Source: an optimization exercise on an open RTL-to-GDS flow (aim: small area, a short achievable clock period and few clock cycles per item). Production flows keep margins and buffers that such runs may drop.
The RTL was checked by simulation tests, not by an equivalence proof against the original design.
Power is estimated from default activity; no workload was simulated.

==> flow/design.v, too long to show whole: its modules and the start of the top module <==
// module running_mean_deviation_reliability: 8230 lines
// module rmdr_add: 28 lines
module running_mean_deviation_reliability (
  input  logic               clk,
  input  logic               rst,
  input  logic               in_valid,
  output logic               in_ready,
  input  logic signed [31:0] sample,
  output logic               out_valid,
  input  logic               out_ready,
  output logic signed [31:0] mean,
  output logic        [31:0] abs_deviation,
  output logic        [22:0] reliability,
  output logic        [15:0] count,
  output logic               overflow
);
  // ...
==> flow/run.sh <==
#!/bin/bash
# synth_recipe.tcl (not shown) runs the flow's synth.tcl, then flattens the netlist and writes it again
# the make line also repeats each setting of config.mk as NAME=value (left out here)
make -C /OpenROAD-flow-scripts/flow DESIGN_CONFIG=/design/flow/config.mk WORK_HOME=/design/flow/orfs CLKGATE_MAP_FILE= SYNTH_SCRIPT=/design/flow/synth_recipe.tcl finish
==> flow/config.mk <==
export PLATFORM = sky130hd
export DESIGN_NAME = running_mean_deviation_reliability
export DESIGN_NICKNAME = running_mean_deviation_reliability
export VERILOG_FILES = /design/flow/design.v
export SDC_FILE = /design/flow/constraint.sdc
export NUM_CORES = 4
export LEC_CHECK = 0
export CAP_MARGIN = 20
export CORE_MARGIN = 2
export CORE_UTILIZATION = 66
export SETUP_SLACK_MARGIN = 3.0
export SLEW_MARGIN = 20
export TNS_END_PERCENT = 5
==> flow/constraint.sdc <==
create_clock -name core_clock -period 8.0 [get_ports {clk}]
set_input_delay 1.6000 -clock core_clock [delete_from_list [all_inputs] [get_ports {clk}]]
set_output_delay 1.6000 -clock core_clock [all_outputs]
set_load 0.01 [all_outputs]
==> impl_metrics.json, run 1 <==
{
  "post-route-min-period_ns": 5.15,
  "worst_r2r_startpoint": "r5_qm$_DFFE_PP_",
  "ys_seq_area_share_pct": 55.1,
  "cts.sinks": 6963,
  "power.combinational.fraction_pct": 4.0,
  "power.density_nw_per_um2": 182,
  "area.share.sequential_pct": 49.5,
  "drt_pass1_iterations": 8,
  "number_of_logic_stages_on_the_critical_path_including_buffering": 16,
  "total_length_of_routed_wires_um": 809000,
  "bufAreaShareNonClock_pct": 2.17,
  "mostFrequentLayoutCells": "sky130_fd_sc_hd__edfxtp_1 (6743), sky130_fd_sc_hd__inv_1 (4367), sky130_fd_sc_hd__fa_1 (2312), sky130_fd_sc_hd__ha_1 (2092), sky130_fd_sc_hd__nand2_1 (1505)",
  "p_int_uw": 59800,
  "start_util_pct": 66.3,
  "grtUsageMet3_pct": 3.03,
  "count_of_multi_input_combinational_gates": 15500,
  "clock_net_power_uw": 33300,
  "worstPathBufferInverterCount": 4,
  "num_antenna_cells": 7,
  "numCtsBuffers": 695,
  "synth.mux.area_fraction_pct": 4.48,
  "grt_pass1_vias": 219000,
  "run_status": "complete, no violations",
  "largest_class": "sequential cells",
  "clkTransAtPathRegs_ns": 0.07,
  "synth_compound_gate_area_share_pct": 6.15,
  "fin_tns_setup_ns": 0,
  "power.switching_uw": 16400
}
Testbench counts, summed over its fixed seeds: cycles 2,816, items 2,400.
==> run 2: changes to the inputs <==
--- a/flow/design.v
+++ b/flow/design.v
@@ -1142,36 +1142,31 @@
   logic [17:0] mq_r_a;
   logic [17:0] mq_r_b;
   logic [17:0] mq_r_sum;
   logic        mq_r_co;
   logic [31:0] mq_q_a;
   logic [31:0] mq_q_b;
   logic [31:0] mq_q_sum;
   logic        mq_q_co;
+  logic [31:0] mq_q;
   logic [15:0] mcn_in;
   logic [15:0] mcn_r3;
   logic [15:0] mcn_r2;
   logic [15:0] mcn_r1;
   logic [15:0] mcn_r0;
+  logic [31:0] mnew_a;
+  logic [31:0] mnew_b;
+  logic [31:0] mnew_sum;
+  logic        mnew_co;
   logic        mc_v;
-  logic [31:0] mc_q;
+  logic [31:0] mc_new;
   logic [15:0] mc_cnt;
-  logic        mc_neg;
   logic [31:0] mc_s;
   logic        mc_ovf;
-  logic [31:0] en__a;
-  logic [31:0] en__b;
-  logic [31:0] en__sum;
-  logic        en__co;
-  logic        e1_v;
-  logic [31:0] e1_new;
-  logic [31:0] e1_s;
-  logic [15:0] e1_cnt;
-  logic        e1_ovf;
   logic [15:0] e_dvs;
   logic        en_z0;
   logic [15:0] en_n0;
   logic        en_z1;
   logic [15:0] en_n1;
   logic        en_z2;
   logic [15:0] en_n2;
   logic        en_z3;
@@ -3089,20 +3084,17 @@
   logic [22:0] hqf_sum;
   logic        hqf_co;
   logic [31:0] qml_in;
   logic [31:0] qml_r4;
   logic [31:0] qml_r3;
   logic [31:0] qml_r2;
   logic [31:0] qml_r1;
   logic [31:0] qml_r0;
-  logic        h_v;
   logic [22:0] h_add;
-  logic [31:0] h_mld;
-  logic [31:0] h_new;
   logic [15:0] g_n;
   logic        g_isfirst;
   logic        g_isovf;
   logic [15:0] g_cntn;
   logic        gn_z0;
   logic [15:0] gn_n0;
   logic        gn_z1;
   logic [15:0] gn_n1;
@@ -5146,79 +5138,66 @@
     end
   end
   assign mq_r_a = m11_ws;
   assign mq_r_b = m11_wc;
   rmdr_add #(.W(18)) u_mq_r (.a(mq_r_a), .b(mq_r_b), .ci(1'b0), .s(mq_r_sum), .co(mq_r_co));
   assign mq_q_a = m11_dq;
   assign mq_q_b = ~m11_qn;
   rmdr_add #(.W(32)) u_mq_q (.a(mq_q_a), .b(mq_q_b), .ci(~mq_r_sum[17]), .s(mq_q_sum), .co(mq_q_co));
+  assign mq_q = mq_q_sum;
   assign mcn_in = {1'b1, m11_d};
   assign mcn_r3 = m11_sh[3] ? {8'd0, mcn_in[15:8]} : mcn_in;
   assign mcn_r2 = m11_sh[2] ? {4'd0, mcn_r3[15:4]} : mcn_r3;
   assign mcn_r1 = m11_sh[1] ? {2'd0, mcn_r2[15:2]} : mcn_r2;
   assign mcn_r0 = m11_sh[0] ? {1'd0, mcn_r1[15:1]} : mcn_r1;
+  assign mnew_a = mq_q ^ {32{m11_neg}};
+  assign mnew_b = 32'd0;
+  rmdr_add #(.W(32)) u_mnew (.a(mnew_a), .b(mnew_b), .ci(m11_neg), .s(mnew_sum), .co(mnew_co));
   always_ff @(posedge clk) begin
     if (rst) begin
       mc_v <= 1'b0;
     end else if (adv) begin
       mc_v <= m11_v;
     end
     if (adv && m11_v) begin
-      mc_q <= mq_q_sum;
+      mc_new <= mnew_sum;
       mc_cnt <= mcn_r0;
-      mc_neg <= m11_neg;
       mc_s <= m11_s;
       mc_ovf <= m11_ovf;
     end
   end
-  assign en__a = mc_q ^ {32{mc_neg}};
-  assign en__b = 32'd0;
-  rmdr_add #(.W(32)) u_en_ (.a(en__a), .b(en__b), .ci(mc_neg), .s(en__sum), .co(en__co));
-  always_ff @(posedge clk) begin
-    if (rst) begin
-      e1_v <= 1'b0;
-    end else if (adv) begin
-      e1_v <= mc_v;
-    end
-    if (adv && mc_v) begin
-      e1_new <= en__sum;
-      e1_s <= mc_s;
-      e1_cnt <= mc_cnt;
-      e1_ovf <= mc_ovf;
-    end
-  end
-  assign e_dvs = (e1_cnt == 16'd1) ? 16'd1 : (e1_cnt - 16'd1);
+  assign e_dvs = (mc_cnt == 16'd1) ? 16'd1 : (mc_cnt - 16'd1);
   assign en_z0 = e_dvs[15:8] == 8'd0;
   assign en_n0 = en_z0 ? {e_dvs[7:0], 8'd0} : e_dvs;
   assign en_z1 = en_n0[15:12] == 4'd0;
   assign en_n1 = en_z1 ? {en_n0[11:0], 4'd0} : en_n0;
   assign en_z2 = en_n1[15:14] == 2'd0;
   assign en_n2 = en_z2 ? {en_n1[13:0], 2'd0} : en_n1;
   assign en_z3 = en_n2[15:15] == 1'd0;
   assign en_n3 = en_z3 ? {en_n2[14:0], 1'd0} : en_n2;
   assign en_sh = {en_z0, en_z1, en_z2, en_z3};
-  assign ead_1_a = {e1_new[31], e1_new};
-  assign ead_1_b = ~{e1_s[31], e1_s};
+  assign ead_1_a = {mc_new[31], mc_new};
+  assign ead_1_b = ~{mc_s[31], mc_s};
   rmdr_add #(.W(33)) u_ead_1 (.a(ead_1_a), .b(ead_1_b), .ci(1'b1), .s(ead_1_sum), .co(ead_1_co));
-  assign ead_2_a = {e1_s[31], e1_s};
-  assign ead_2_b = ~{e1_new[31], e1_new};
+  assign ead_2_a = {mc_s[31], mc_s};
+  assign ead_2_b = ~{mc_new[31], mc_new};
   rmdr_add #(.W(33)) u_ead_2 (.a(ead_2_a), .b(ead_2_b), .ci(1'b1), .s(ead_2_sum), .co(ead_2_co));
   always_ff @(posedge clk) begin
     if (rst) begin
       e_v <= 1'b0;
     end else if (adv) begin
-      e_v <= e1_v;
+      e_v <= mc_v;
     end
-    if (adv && e1_v) begin
-      e_new <= e1_new;
+    if (adv && mc_v) begin
+      e_new <= mc_new;
       e_ad <= (ead_1_sum[32] ? ead_2_sum[31:0] : ead_1_sum[31:0]);
       e_sh <= en_sh;
       e_d <= en_n3[14:0];
-      e_ovf <= e1_ovf;
+      e_ovf <= mc_ovf;
     end
   end
   assign dds_a = dd_dsum;
   assign dds_b = {16'd0, e_ad};
   rmdr_add #(.W(48)) u_dds (.a(dds_a), .b(dds_b), .ci(1'b0), .s(dds_sum), .co(dds_co));
   always_ff @(posedge clk) begin
     if (rst) begin
       dd_v <= 1'b0;
@@ -7291,28 +7270,17 @@
   assign hqf_b = hq_k;
   rmdr_add #(.W(23)) u_hqf (.a(hqf_a), .b(hqf_b), .ci(qqr_sum[33]), .s(hqf_sum), .co(hqf_co));
   assign qml_in = {~q8_zero, q8_d};
   assign qml_r4 = q8_sh[4] ? {16'd0, qml_in[31:16]} : qml_in;
   assign qml_r3 = q8_sh[3] ? {8'd0, qml_r4[31:8]} : qml_r4;
   assign qml_r2 = q8_sh[2] ? {4'd0, qml_r3[31:4]} : qml_r3;
   assign qml_r1 = q8_sh[1] ? {2'd0, qml_r2[31:2]} : qml_r2;
   assign qml_r0 = q8_sh[0] ? {1'd0, qml_r1[31:1]} : qml_r1;
-  always_ff @(posedge clk) begin
-    if (rst) begin
-      h_v <= 1'b0;
-    end else if (adv) begin
-      h_v <= q8_v;
-    end
-    if (adv && q8_v) begin
-      h_add <= q8_zero ? HUNDRED : (q8_lt ? hqf_sum : 23'd0);
-      h_mld <= qml_r0;
-      h_new <= q8_new;
-    end
-  end
+  assign h_add = q8_zero ? HUNDRED : (q8_lt ? hqf_sum : 23'd0);
   assign g_isfirst = g_n == 16'd0;
   assign g_isovf = g_n == 16'hFFFF;
   assign g_cntn = g_isovf ? g_n : (g_n + 16'd1);
   assign gn_z0 = g_cntn[15:8] == 8'd0;
   assign gn_n0 = gn_z0 ? {g_cntn[7:0], 8'd0} : g_cntn;
   assign gn_z1 = gn_n0[15:12] == 4'd0;
   assign gn_n1 = gn_z1 ? {gn_n0[11:0], 4'd0} : gn_n0;
   assign gn_z2 = gn_n1[15:14] == 2'd0;
@@ -7323,28 +7291,28 @@
   assign grs_a = g_rsum;
   assign grs_b = {17'd0, h_add};
   rmdr_add #(.W(40)) u_grs (.a(grs_a), .b(grs_b), .ci(1'b0), .s(grs_sum), .co(grs_co));
   always_ff @(posedge clk) begin
     if (rst) begin
       g_v <= 1'b0;
       g_rsum <= '0;
     end else if (adv) begin
-      g_v <= h_v;
-      if (h_v && !g_isovf && !g_isfirst) g_rsum <= grs_sum;
+      g_v <= q8_v;
+      if (q8_v && !g_isovf && !g_isfirst) g_rsum <= grs_sum;
     end
-    if (adv && h_v) begin
+    if (adv && q8_v) begin
       g_sh <= gn_sh;
       g_d <= gn_n3[14:0];
-      g_mld <= h_mld;
-      g_new <= g_isfirst ? 32'd0 : h_new;
+      g_mld <= qml_r0;
+      g_new <= g_isfirst ? 32'd0 : q8_new;
       g_ovf <= g_isovf;
     end
     if (rst) g_n <= '0;
-    else if (adv && h_v && !g_isovf) g_n <= g_n + 16'd1;
+    else if (adv && q8_v && !g_isovf) g_n <= g_n + 16'd1;
   end
   assign rx_in = g_rsum[38:0];
   assign rx_l3 = g_sh[3] ? {rx_in[30:0], 8'd0} : rx_in;
   assign rx_l2 = g_sh[2] ? {rx_l3[34:0], 4'd0} : rx_l3;
   assign rx_l1 = g_sh[1] ? {rx_l2[36:0], 2'd0} : rx_l2;
   assign rx_l0 = g_sh[0] ? {rx_l1[37:0], 1'd0} : rx_l1;
   assign ri_ws = {2'b0, rx_l0[38:23]};
   assign ri_dq = rx_l0[22:0];
==> flow/config.mk (replaced) <==
export PLATFORM = sky130hd
export DESIGN_NAME = running_mean_deviation_reliability
export DESIGN_NICKNAME = running_mean_deviation_reliability
export VERILOG_FILES = /design/flow/design.v
export SDC_FILE = /design/flow/constraint.sdc
export NUM_CORES = 4
export LEC_CHECK = 0
export CAP_MARGIN = 20
export CORE_MARGIN = 2
export CORE_UTILIZATION = 58
export SETUP_SLACK_MARGIN = 2.9
export SLEW_MARGIN = 20
export TNS_END_PERCENT = 10
==> impl_metrics.json, run 2 <==
{
  "max_slew.worst_pin.slew_ns": 1.14,
  "synthesis.nets": 32200,
  "worst-r2r-setup-slack_ns": 2.15,
  "total_power_uw": 75200,
  "tritoncts": "done",
  "worst-r2r-cell-count": 31,
  "post-synth-top-count-cell": "sky130_fd_sc_hd__edfxtp_1",
  "clock_tree.htree_level_count": 6,
  "numCtsBuffers": 705,
  "final_layout_size_suffix_gt1_share_pct": 10.7,
  "worst_hold_path.num_cells": 0,
  "largestRegisters": "b_sum (48), dd_dsum (48), g_rsum (39)",
  "worst-path-max-fanout": 2,
  "avgSynthCellArea_um2": 13.5,
  "setup_violations": 0,
  "core_um2": 636000,
  "share_of_the_synthesized_area_in_the_top_cell_type_pct": 53.3,
  "fillerInstances": 47100,
  "clk_latency_ns": 1.15,
  "instance_count_of_the_mapped_netlist": 27400,
  "worstSetupPathType": "flip-flop to flip-flop",
  "grt_pass1_wl_um": 1240000,
  "drt_iter0_drc": 12400,
  "power.density_nw_per_um2": 182,
  "drcViolationCount": 0,
  "critPathSlowestCell": "sky130_fd_sc_hd__fa_2",
  "area_growth_syn_to_layout_pct": 11.7,
  "grt_usage_pct": 24.5,
  "detail_route.wl_per_cell_um": 21.0,
  "synth_flop_cell": "sky130_fd_sc_hd__edfxtp_1",
  "ioPinCount": 142,
  "fin_tns_setup_ns": 0,
  "grt.overflow.total": 0,
  "layout_commonest_cell": "sky130_fd_sc_hd__edfxtp_1",
  "chipHeight_um": 803,
  "clock.fmax_mhz": 171,
  "worstHoldStart": "d9_qn[10]$_DFFE_PP_",
  "synth_largest_area_cell": "sky130_fd_sc_hd__edfxtp_1",
  "synth_seq_cells": 6792,
  "required_ns": 9.02,
  "grt_pass1_vias": 211000,
  "chipWidth_um": 803,
  "dp.final_hpwl_um": 577000,
  "critPathArrivalTime_ns": 6.87,
  "final_nets": 33100,
  "worst_r2r_endpoint": "g_rsum[16]$_SDFFE_PP0P_",
  "ir_drop_mv": 0.224,
  "drt_pass1_iterations": 8,
  "viasPerCell": 5.41,
  "finalHoldWorstSlack_ns": 0.378,
  "worst_slew_margin_rel_pct": 23.7,
  "post-route-period-util_pct": 73.1,
  "ys_top_cells_by_area": "sky130_fd_sc_hd__edfxtp_1 (53%), sky130_fd_sc_hd__fa_1 (13%), sky130_fd_sc_hd__ha_1 (7.6%)",
  "power_leakage_uw": 0.167,
  "numPortBuffers": 141,
  "ys_types": 104,
  "mostFrequentLayoutCells": "sky130_fd_sc_hd__edfxtp_1 (6574), sky130_fd_sc_hd__inv_1 (4440), sky130_fd_sc_hd__fa_1 (2372), sky130_fd_sc_hd__ha_1 (2163), sky130_fd_sc_hd__mux2i_1 (1382)",
  "run_status": "complete, no violations",
  "post-route-min-period_ns": 5.85,
  "cts-root-buf": "sky130_fd_sc_hd__clkbuf_16",
  "total_length_of_routed_wires_um": 786000,
  "placement_rows": 293,
  "gpl.final_weighted_congestion": 0.883,
  "clkTransAtPathRegs_ns": 0.06,
  "detailroute.via_count": 202000,
  "drv_slew": 0,
  "grt_max_degree": 145,
  "start_util_pct": 58.2,
  "timing_hold_violations_final": 0,
  "synth_common_cells": "sky130_fd_sc_hd__edfxtp_1 (6574), sky130_fd_sc_hd__inv_1 (4571), sky130_fd_sc_hd__fa_1 (2495)",
  "timing.hold.worst.class": "flip-flop to flip-flop",
  "synth_async_sr_flop_share_pct": 0,
  "cts.sinks": 6792,
  "max-cap-violations": 0,
  "yosysWarnings": 9,
  "utilization_pct": 65.0,
  "worstSetupStartpointType": "flip-flop",
  "synth_enable_flop_cells": 6574,
  "hold_endpoint": "d10_qn[13]$_DFFE_PP_",
  "clk_path_buf_depth": 4,
  "worst_r2r_startpoint": "q8_wc[2]$_DFFE_PP_",
  "clock-skew-final_ns": 0.0739,
  "ys_seq_area_share_pct": 54.5,
  "antenna_found_initial": 22,
  "grt_setup_unrepaired": "yes",
  "die-area_um2": 645000,
  "timing.critical_path.to_type": "flip-flop",
  "netlist_area_um2": 370000,
  "crit_path_max_incr_delay_ns": 0.45,
  "drtAntennaViolNets": 0
}
## run 2: cell types whose count changed after synthesis, sizes merged, moves of 65 or more
cell,delta
nor2,+72
edfxtp,-169
nand2,-195
a21oi,+65
o21ai,-243
mux2i,+279
## run 2: routing by layer
metal	part of all wire, %	global-route usage (%)	vias to the layer above
met5	0	0	-
met4	4.0	8.08	0
met3	3.7	2.51	1161
met2	49	42.2	3629
met1	43	33.0	102000
li1	-	-	95600
## run 2: final cells by class
type	instances	area, um2	area share [%]
timing repair inverter	2	17.5	0.00424
multi-input combinational	15300	151000	36.6
sequential	6792	202000	48.8
clock inverter	443	5450	1.32
antenna	16	40.0	0.00968
timing repair buffer	999	8960	2.17
inverter	4581	17300	4.18
tap	8407	10500	2.54
clock buffer	848	18300	4.43
## run 2: logic make-up (layout without fill, tap and decap cells)
| kind of cell | Yosys count | in the layout | share of synthesized area [%] |
|---|---|---|---|
| XOR/XNOR | 1495 | 1495 | 3.54 |
| adder cells (fa/ha/maj) | 4734 | 4734 | 21.1 |
| flip-flops | 6792 | 6792 | 54.5 |
| other | 0 | 16 | 0 |
| AO/OA/AOI/OAI | 3619 | 3623 | 5.79 |
| buffers and inverters | 5364 | 6873 | 5.47 |
| multiplexers | 1827 | 1827 | 5.24 |
| AND/OR/NAND/NOR | 3608 | 3608 | 4.38 |
## run 2: metrics by stage
step / cell area (um2) / instances / setup WS [ns]
2_1_floorplan: 370000 / 27400 / -0.00139
3_3_place_gp: 383000 / 35600 / 0.843
3_5_place_dp: 383000 / 35600 / 1.04
4_1_cts: 411000 / 37200 / 2.16
5_1_grt: 413000 / 37400 / 1.86
6_report: 413000 / 37400 / 2.15
## run 2: critical path: cells and delay by family, from the launching register on
kind	cells	cell delay, ns
AOI/OAI and AO/OA	15	2.50
adders and majority gates	5	1.54
buffers and inverters	7	0.85
and+or+nand+nor	4	0.45
DFF	1	0.37
## run 2: worst max-delay path by stage
stage,slack (ns),from,depth (start not counted),to
6_report,2.15,q8_wc[2]$_DFFE_PP_,31,g_rsum[16]$_SDFFE_PP0P_
5_1_grt,1.86,q8_wc[9]$_DFFE_PP_,34,g_rsum[33]$_SDFFE_PP0P_
4_1_cts,2.16,q8_wc[9]$_DFFE_PP_,34,g_rsum[33]$_SDFFE_PP0P_
3_5_place_dp,1.04,q8_wc[2]$_DFFE_PP_,31,g_rsum[33]$_SDFFE_PP0P_
3_3_place_gp,0.84,q8_ws[2]$_DFFE_PP_,31,g_rsum[33]$_SDFFE_PP0P_
2_1_floorplan,-0.001,k_valid$_SDFF_PP0_,2,q3_d[0]$_DFFE_PP_
## run 2: timing repair
action,in CTS,in global routing
endpoints found under the setup margin,948,1235
pin swaps,266,100
buffers inserted,317,177
resized for setup,617,166
hold buffers,0,0
gates cloned,20,2
## run 2: power breakdown
| group | switching, uW | internal, uW |
|---|---|---|
| clock network | 14100 | 19200 |
| registers | 122 | 38700 |
| logic | 1780 | 1290 |
Testbench counts of run 2, summed over its fixed seeds: cycles 2,800, items 2,400.

afterwards: timing with drivers on the ports:
How much do the figures lean on ideal ports? The routed layouts below were timed once more, with nothing changed but the port constraints. Step 1 sets driving cells, clkbuf_16 on the clock port and buf_2 on the other inputs (assumed; they add their load-dependent delay and slew). Step 2 moves the port delays by t, midway between the first and last clock arrival at a register: inputs arrive t later, outputs are due t later. That takes back most of the time a late clock gives input paths. Slacks: ideal / step 1 / step 2; pairs: ideal / step 1.
run	t, ns	setup slack, ns	hold WS [ns]	worst setup path after step 2	cell pins on the clock port's net
run 1	1.240	2.855 / 2.855 / 2.855	0.348 / 0.348 / 0.348	register to register	1
run 2	1.249	2.151 / 2.151 / 2.151	0.378 / 0.378 / 0.378	register to register	1
After both steps every run listed still meets setup and hold.
